What follows belongs to an exercise in optimizing a design on an open flow for small area; a production flow would make more cautious choices. Only simulation tests tie the RTL to the original design; equivalence was not proved. Power figures rest on the tool's default switching activity, not on a simulated workload.

==> inputs of run a <==
## fpgaSynth
module fpgaSynth (
	input  logic        MAX10_CLK2_50,
	input  logic        arstN,
	input  logic        cfgWe,
	input  logic        cfgKind,
	input  logic [1:0]  cfgVoice,
	input  logic [31:0] cfgData,
	output logic        i2sSclk,
	output logic        i2sLrclk,
	output logic        i2sData
);
	logic [7:0]  c;
	logic        fill;
	logic        running;
	logic [1:0]  vIdx;
	logic [2:0]  wrPtr;
	logic        fallTick;
	logic        firstFrame;
	logic        firstVoice;
	logic        store;
	assign fallTick   = c[2:0] == 3'd7;
	assign firstFrame = fill && c >= 8'd249 && c <= 8'd252;
	assign firstVoice = vIdx == 2'd0;
	assign store = fill ? (!running && c != 8'd248) : (c == 8'd248);
	logic [31:0] incrReg [4];
	logic [15:0] ampReg  [4];
	logic [1:0]  waveReg [4];
	logic [3:0]  incrSet;
	always_ff @(posedge MAX10_CLK2_50) begin
		if (cfgWe) begin
			if (!cfgKind) incrReg[cfgVoice] <= cfgData;
			else          ampReg[cfgVoice]  <= cfgData[15:0];
		end
	end
	always_ff @(posedge MAX10_CLK2_50 or negedge arstN) begin
		if (!arstN) begin
			for (int v = 0; v < 4; v++) waveReg[v] <= 2'd3;
			incrSet <= '0;
		end else if (cfgWe) begin
			if (!cfgKind) incrSet[cfgVoice] <= 1'b1;
			else          waveReg[cfgVoice] <= cfgData[17:16];
		end
	end
	logic [31:0] ph [5];
	logic        phCarry;
	logic [31:0] curPhase;
	logic [31:0] curIncr;
	logic [16:0] loCarry;
	logic [15:0] loSum;
	logic [16:0] hiCarry;
	logic [15:0] hiSum;
	logic [16:0] incCarry;
	logic [15:0] incSum;
	logic [31:0] phNext;
	assign curPhase = firstFrame ? 32'd0 : ph[0];
	assign curIncr  = (running && incrSet[vIdx]) ? incrReg[vIdx] : 32'd0;
	assign loCarry[0]  = 1'b0;
	assign hiCarry[0]  = 1'b0;
	assign incCarry[0] = phCarry;
	for (genvar i = 0; i < 16; i++) begin : g_add
		assign loSum[i]      = curPhase[i] ^ curIncr[i] ^ loCarry[i];
		assign loCarry[i+1]  = (curPhase[i] & curIncr[i]) | (loCarry[i] & (curPhase[i] ^ curIncr[i]));
		assign hiSum[i]      = curPhase[16+i] ^ curIncr[16+i] ^ hiCarry[i];
		assign hiCarry[i+1]  = (curPhase[16+i] & curIncr[16+i]) | (hiCarry[i] & (curPhase[16+i] ^ curIncr[16+i]));
		assign incSum[i]     = ph[3][16+i] ^ incCarry[i];
  ...
==> module fpgaSynth, before the edit <==
module fpgaSynth (
	input  logic        MAX10_CLK2_50,
	input  logic        arstN,
	input  logic        cfgWe,
	input  logic        cfgKind,
	input  logic [1:0]  cfgVoice,
	input  logic [31:0] cfgData,
	output logic        i2sSclk,
	output logic        i2sLrclk,
	output logic        i2sData
);
	logic [7:0]  c;
	logic        fill;
	logic        running;
	logic [1:0]  vIdx;
	logic [2:0]  wrPtr;
	logic        fallTick;
	logic        firstFrame;
	logic        firstVoice;
	logic        store;
	assign fallTick   = c[2:0] == 3'd7;
	assign firstFrame = fill && c >= 8'd249 && c <= 8'd252;
	assign firstVoice = vIdx == 2'd0;
	assign store = fill ? (!running && c != 8'd248) : (c == 8'd248);
	logic [31:0] incrReg [4];
	logic [15:0] ampReg  [4];
	logic [1:0]  waveReg [4];
	logic [3:0]  incrSet;
	always_ff @(posedge MAX10_CLK2_50) begin
		if (cfgWe) begin
			if (!cfgKind) incrReg[cfgVoice] <= cfgData;
			else          ampReg[cfgVoice]  <= cfgData[15:0];
		end
	end
	always_ff @(posedge MAX10_CLK2_50 or negedge arstN) begin
		if (!arstN) begin
			for (int v = 0; v < 4; v++) waveReg[v] <= 2'd3;
			incrSet <= '0;
		end else if (cfgWe) begin
			if (!cfgKind) incrSet[cfgVoice] <= 1'b1;
			else          waveReg[cfgVoice] <= cfgData[17:16];
		end
	end
	logic [31:0] ph [5];
	logic        phCarry;
	logic [31:0] curPhase;
	logic [31:0] curIncr;
	logic [16:0] loCarry;
	logic [15:0] loSum;
	logic [16:0] hiCarry;
	logic [15:0] hiSum;
	logic [16:0] incCarry;
	logic [15:0] incSum;
	logic [31:0] phNext;
	assign curPhase = firstFrame ? 32'd0 : ph[0];
	assign curIncr  = (running && incrSet[vIdx]) ? incrReg[vIdx] : 32'd0;
	assign loCarry[0]  = 1'b0;
	assign hiCarry[0]  = 1'b0;
	assign incCarry[0] = phCarry;
	for (genvar i = 0; i < 16; i++) begin : g_add
		assign loSum[i]      = curPhase[i] ^ curIncr[i] ^ loCarry[i];
		assign loCarry[i+1]  = (curPhase[i] & curIncr[i]) | (loCarry[i] & (curPhase[i] ^ curIncr[i]));
		assign hiSum[i]      = curPhase[16+i] ^ curIncr[16+i] ^ hiCarry[i];
		assign hiCarry[i+1]  = (curPhase[16+i] & curIncr[16+i]) | (hiCarry[i] & (curPhase[16+i] ^ curIncr[16+i]));
		assign incSum[i]     = ph[3][16+i] ^ incCarry[i];
		assign incCarry[i+1] = ph[3][16+i] & incCarry[i];
	end
	assign phNext = {incSum, ph[3][15:0]};
	always_ff @(posedge MAX10_CLK2_50) begin
		ph[0]   <= ph[1];
		ph[1]   <= ph[2];
		ph[2]   <= fill ? ph[4] : phNext;
		ph[4]   <= phNext;
		ph[3]   <= {hiSum, loSum};
		phCarry <= loCarry[16];
	end
	logic [1:0]  curWave;
	logic [15:0] curAmp;
	logic [14:0] fold;
	logic [15:0] waveVal;
	assign curWave = waveReg[vIdx];
	assign curAmp  = ampReg[vIdx];
	assign fold    = curPhase[31] ? ~curPhase[30:16] : curPhase[30:16];
	always_comb begin
		case (curWave)
			2'd0:    waveVal = curPhase[31:16];
			2'd1:    waveVal = curPhase[31] ? 16'h8000 : 16'h7fff;
			2'd2:    waveVal = {~fold[14], fold[13:0], 1'b0};
			default: waveVal = '0;
		endcase
	end
	logic [17:0] accS;
	logic [17:0] accC;
	logic        accCin;
	logic [17:0] nS;
	logic [17:0] nC;
	logic        c16;
	synthMac mac0 (
		.w    (waveVal),
		.a    (curAmp),
		.accS (firstVoice ? 18'd0 : accS),
		.accC (firstVoice ? 18'd0 : accC),
		.cin  (firstVoice ? 1'b0 : accCin),
		.nS   (nS),
		.nC   (nC),
		.c16  (c16)
	);
	always_ff @(posedge MAX10_CLK2_50) begin
		if (running) begin
			accS   <= nS;
			accC   <= nC;
			accCin <= c16;
		end
	end
	logic [17:0] mixSum;
	logic [15:0] mixed;
	assign mixSum = accS + accC + {17'd0, accCin};
	always_comb begin
		if (!mixSum[17] && mixSum[16:15] != 2'b00)     mixed = 16'h7fff;
		else if (mixSum[17] && mixSum[16:15] != 2'b11) mixed = 16'h8000;
		else                                           mixed = mixSum[15:0];
	end
	logic [15:0] mem [8];
	logic [2:0]  rdSlot;
	logic [3:0]  bitIdx;
	assign rdSlot = fill ? 3'd0 : wrPtr;
	assign bitIdx = 4'd14 - c[6:3];
	always_ff @(posedge MAX10_CLK2_50) begin
		if (store) mem[wrPtr] <= mixed;
	end
	always_ff @(posedge MAX10_CLK2_50 or negedge arstN) begin
		if (!arstN) begin
			c       <= 8'd248;
			fill    <= 1'b1;
			running <= 1'b0;
			vIdx    <= '0;
			wrPtr   <= '0;
			i2sData <= 1'b0;
		end else begin
			c <= c + 1'b1;
			if (c == 8'd33) fill <= 1'b0;
			if (running) begin
				vIdx <= vIdx + 1'b1;
				if (vIdx == 2'd3) running <= 1'b0;
			end else if (fill || c == 8'd0) begin
				running <= 1'b1;
			end
			if (store) wrPtr <= wrPtr + 1'b1;
			if (fallTick) i2sData <= mem[rdSlot][bitIdx];
		end
	end
	assign i2sSclk  = c[2];
	assign i2sLrclk = c[7] & ~fill;
endmodule
Settings: LEC_CHECK=0, CAP_MARGIN=20, CORE_MARGIN=2, CORE_UTILIZATION=40, CTS_BUF_LIST=sky130_fd_sc_hd__clkbuf_16, CTS_CLUSTER_DIAMETER=120, CTS_CLUSTER_SIZE=24, SLEW_MARGIN=20; clock period 12.0 ns.
run.sh (not shown) runs the stock make flow with config.mk's settings and CLKGATE_MAP_FILE= SYNTH_SCRIPT=/design/flow/synth_recipe.tcl, a recipe that flattens the netlist after the stock synthesis.
==> run b (differences from run a) <==
--- a/flow/design.v
+++ b/flow/design.v
@@ -1569,15 +1569,12 @@
 	logic        fill;
 	logic        running;
 	logic [1:0]  vIdx;
-	logic [2:0]  wrPtr;
 	logic        fallTick;
 	logic        firstFrame;
 	logic        firstVoice;
-	logic        store;
 	assign fallTick   = c[2:0] == 3'd7;
 	assign firstFrame = fill && c >= 8'd249 && c <= 8'd252;
 	assign firstVoice = vIdx == 2'd0;
-	assign store = fill ? (!running && c != 8'd248) : (c == 8'd248);
 	logic [31:0] incrReg [4];
 	logic [15:0] ampReg  [4];
 	logic [1:0]  waveReg [4];
@@ -1676,13 +1673,41 @@
 		else if (mixSum[17] && mixSum[16:15] != 2'b11) mixed = 16'h8000;
 		else                                           mixed = mixSum[15:0];
 	end
-	logic [15:0] mem [8];
-	logic [2:0]  rdSlot;
-	logic [3:0]  bitIdx;
-	assign rdSlot = fill ? 3'd0 : wrPtr;
-	assign bitIdx = 4'd14 - c[6:3];
+	logic [127:0] ring;
+	logic [127:0] ringNext;
+	logic [2:0]   slot;
+	logic [3:0]   bitIdx;
+	logic         rightHalf;
+	logic         fillWrite;
+	logic         swap;
+	logic [7:0]   tapBits;
+	logic         newBit;
+	assign bitIdx    = 4'd14 - c[6:3];
+	assign rightHalf = c >= 8'd127 && c <= 8'd247;
+	assign fillWrite = fill && !running && c != 8'd248;
+	assign swap      = !fill && fallTick && rightHalf;
+	assign newBit    = mixed[bitIdx];
+	assign tapBits = {ring[93], ring[98], ring[103], ring[108], ring[113], ring[118], ring[123], ring[0]};
+	always_comb begin
+		ringNext = {ring[126:0], ring[127]};
+		if (fillWrite) begin
+			for (int b = 0; b < 16; b++) ringNext[7 + 8 * b] = mixed[b];
+		end
+		if (swap) begin
+			case (slot)
+				3'd0: ringNext[1]   = newBit;
+				3'd1: ringNext[124] = newBit;
+				3'd2: ringNext[119] = newBit;
+				3'd3: ringNext[114] = newBit;
+				3'd4: ringNext[109] = newBit;
+				3'd5: ringNext[104] = newBit;
+				3'd6: ringNext[99]  = newBit;
+				default: ringNext[94] = newBit;
+			endcase
+		end
+	end
 	always_ff @(posedge MAX10_CLK2_50) begin
-		if (store) mem[wrPtr] <= mixed;
+		ring <= ringNext;
 	end
 	always_ff @(posedge MAX10_CLK2_50 or negedge arstN) begin
 		if (!arstN) begin
@@ -1690,7 +1715,7 @@
 			fill    <= 1'b1;
 			running <= 1'b0;
 			vIdx    <= '0;
-			wrPtr   <= '0;
+			slot    <= '0;
 			i2sData <= 1'b0;
 		end else begin
 			c <= c + 1'b1;
@@ -1701,8 +1726,8 @@
 			end else if (fill || c == 8'd0) begin
 				running <= 1'b1;
 			end
-			if (store) wrPtr <= wrPtr + 1'b1;
-			if (fallTick) i2sData <= mem[rdSlot][bitIdx];
+			if (c == 8'd247) slot <= slot + 1'b1;
+			if (fallTick) i2sData <= tapBits[slot];
 		end
 	end
 	assign i2sSclk  = c[2];
==> flow/flow/run.sh (new file) <==
#!/bin/bash
# Layout flow: the standard ORFS layout, with one change to synthesis.
# Yosys's "synth" normally runs a quick "abc -fast" before ORFS extracts full
# adders; that pass rewrites the explicit carry-save adder trees with mixed
# polarities, and the extracted full adders then need inverters between them.
# SYNTH_ARGS=-noabc skips only that early pass; ORFS's own ABC mapping still
# runs afterwards, and registers, floorplan, power grid, placement, CTS and
# routing are the standard ones.
set -euo pipefail
export SYNTH_ARGS="-noabc"
bash standard.sh > standard_flow.log 2>&1
==> flow/standard.sh (new file) <==
#!/bin/bash
# synth_recipe.tcl (not shown) runs the flow's synth.tcl, then flattens the netlist and writes it again
# the make line also repeats each setting of config.mk as NAME=value (left out here)
make -C /OpenROAD-flow-scripts/flow DESIGN_CONFIG=/design/flow/config.mk WORK_HOME=/design/flow/orfs CLKGATE_MAP_FILE= SYNTH_SCRIPT=/design/flow/synth_recipe.tcl "${@:-finish}"
Settings changed: CORE_UTILIZATION 40 to 55, CTS_CLUSTER_DIAMETER 120 to 100, CTS_CLUSTER_SIZE 24 to 28.
removed: flow/run.sh
==> comparison table <==
metric	run b	run a
Result of the run	finished clean	finished clean
Post-Route WL	52300 um	60300 um
Power density of the placed cells	166 nW/um^2	157 nW/um^2
Worst path max stage delay	0.99 ns	0.85 ns
Critical path arrival	8.81 ns	9.01 ns
Most numerous cell in the Yosys netlist	sky130_fd_sc_hd__dfxtp_1	sky130_fd_sc_hd__edfxtp_1
HPWL after detailed placement	36900 um	43200 um
Post-synthesis instance area	25800 um^2	28300 um^2
EDFF count, synth	229	357
R2r endpoint	ph[3][15]	accCin
Cell internal power dissipation	3140 uW	3260 uW
DR vias/cell	5.48	5.08
Synthesized-area fraction occupied by xor and xnor cells	1.46%	0.896%
Register cell area after layout	13400 um^2	14700 um^2
Max-slew headroom at the worst pin	35.4%	28.8%
Measured slew at the worst slew-check pin	0.965 ns	1.06 ns
Chip width	221 um	270 um
Capture point of the critical path	ph[3][15]	accCin
Area of combinational cells with multiple inputs	11800 um^2	12300 um^2
Multi-input logic cell count	1191	1210
Post-synth cell types	75	74
Switching power summed over all nets	1440 uW	1600 uW
Largest net degree at the start of global routing	46	51
Fraction of layout instances using a drive strength above 1	10.2%	11.9%
Hold Path Sink	ph[0][16]	ph[1][20]

==> what the ideal ports hide <==
How much do the figures lean on ideal ports? The routed layouts below were timed once more, with nothing changed but the port constraints.
Step 1 assumes that a clkbuf_16 drives the clock port and a buf_2 every other input.
Step 2 also shifts input and output timing later by t, the mid clock arrival at the registers, as if the neighbouring blocks saw the same clock.
Slacks: ideal ports / drivers / drivers and shift; pairs: ideal ports / drivers.
run	t (ns)	setup slack, ns	clock arrival spread, ns	worst slew at a driven data input, ns	cell pins on the clock port's net
run a	0.661	3.353 / 3.353 / 3.353	0.042 / 0.041	0.04	1
run b	0.631	3.664 / 3.664 / 3.664	0.049 / 0.049	0.05	1
After both steps setup and hold are still met in every run listed.
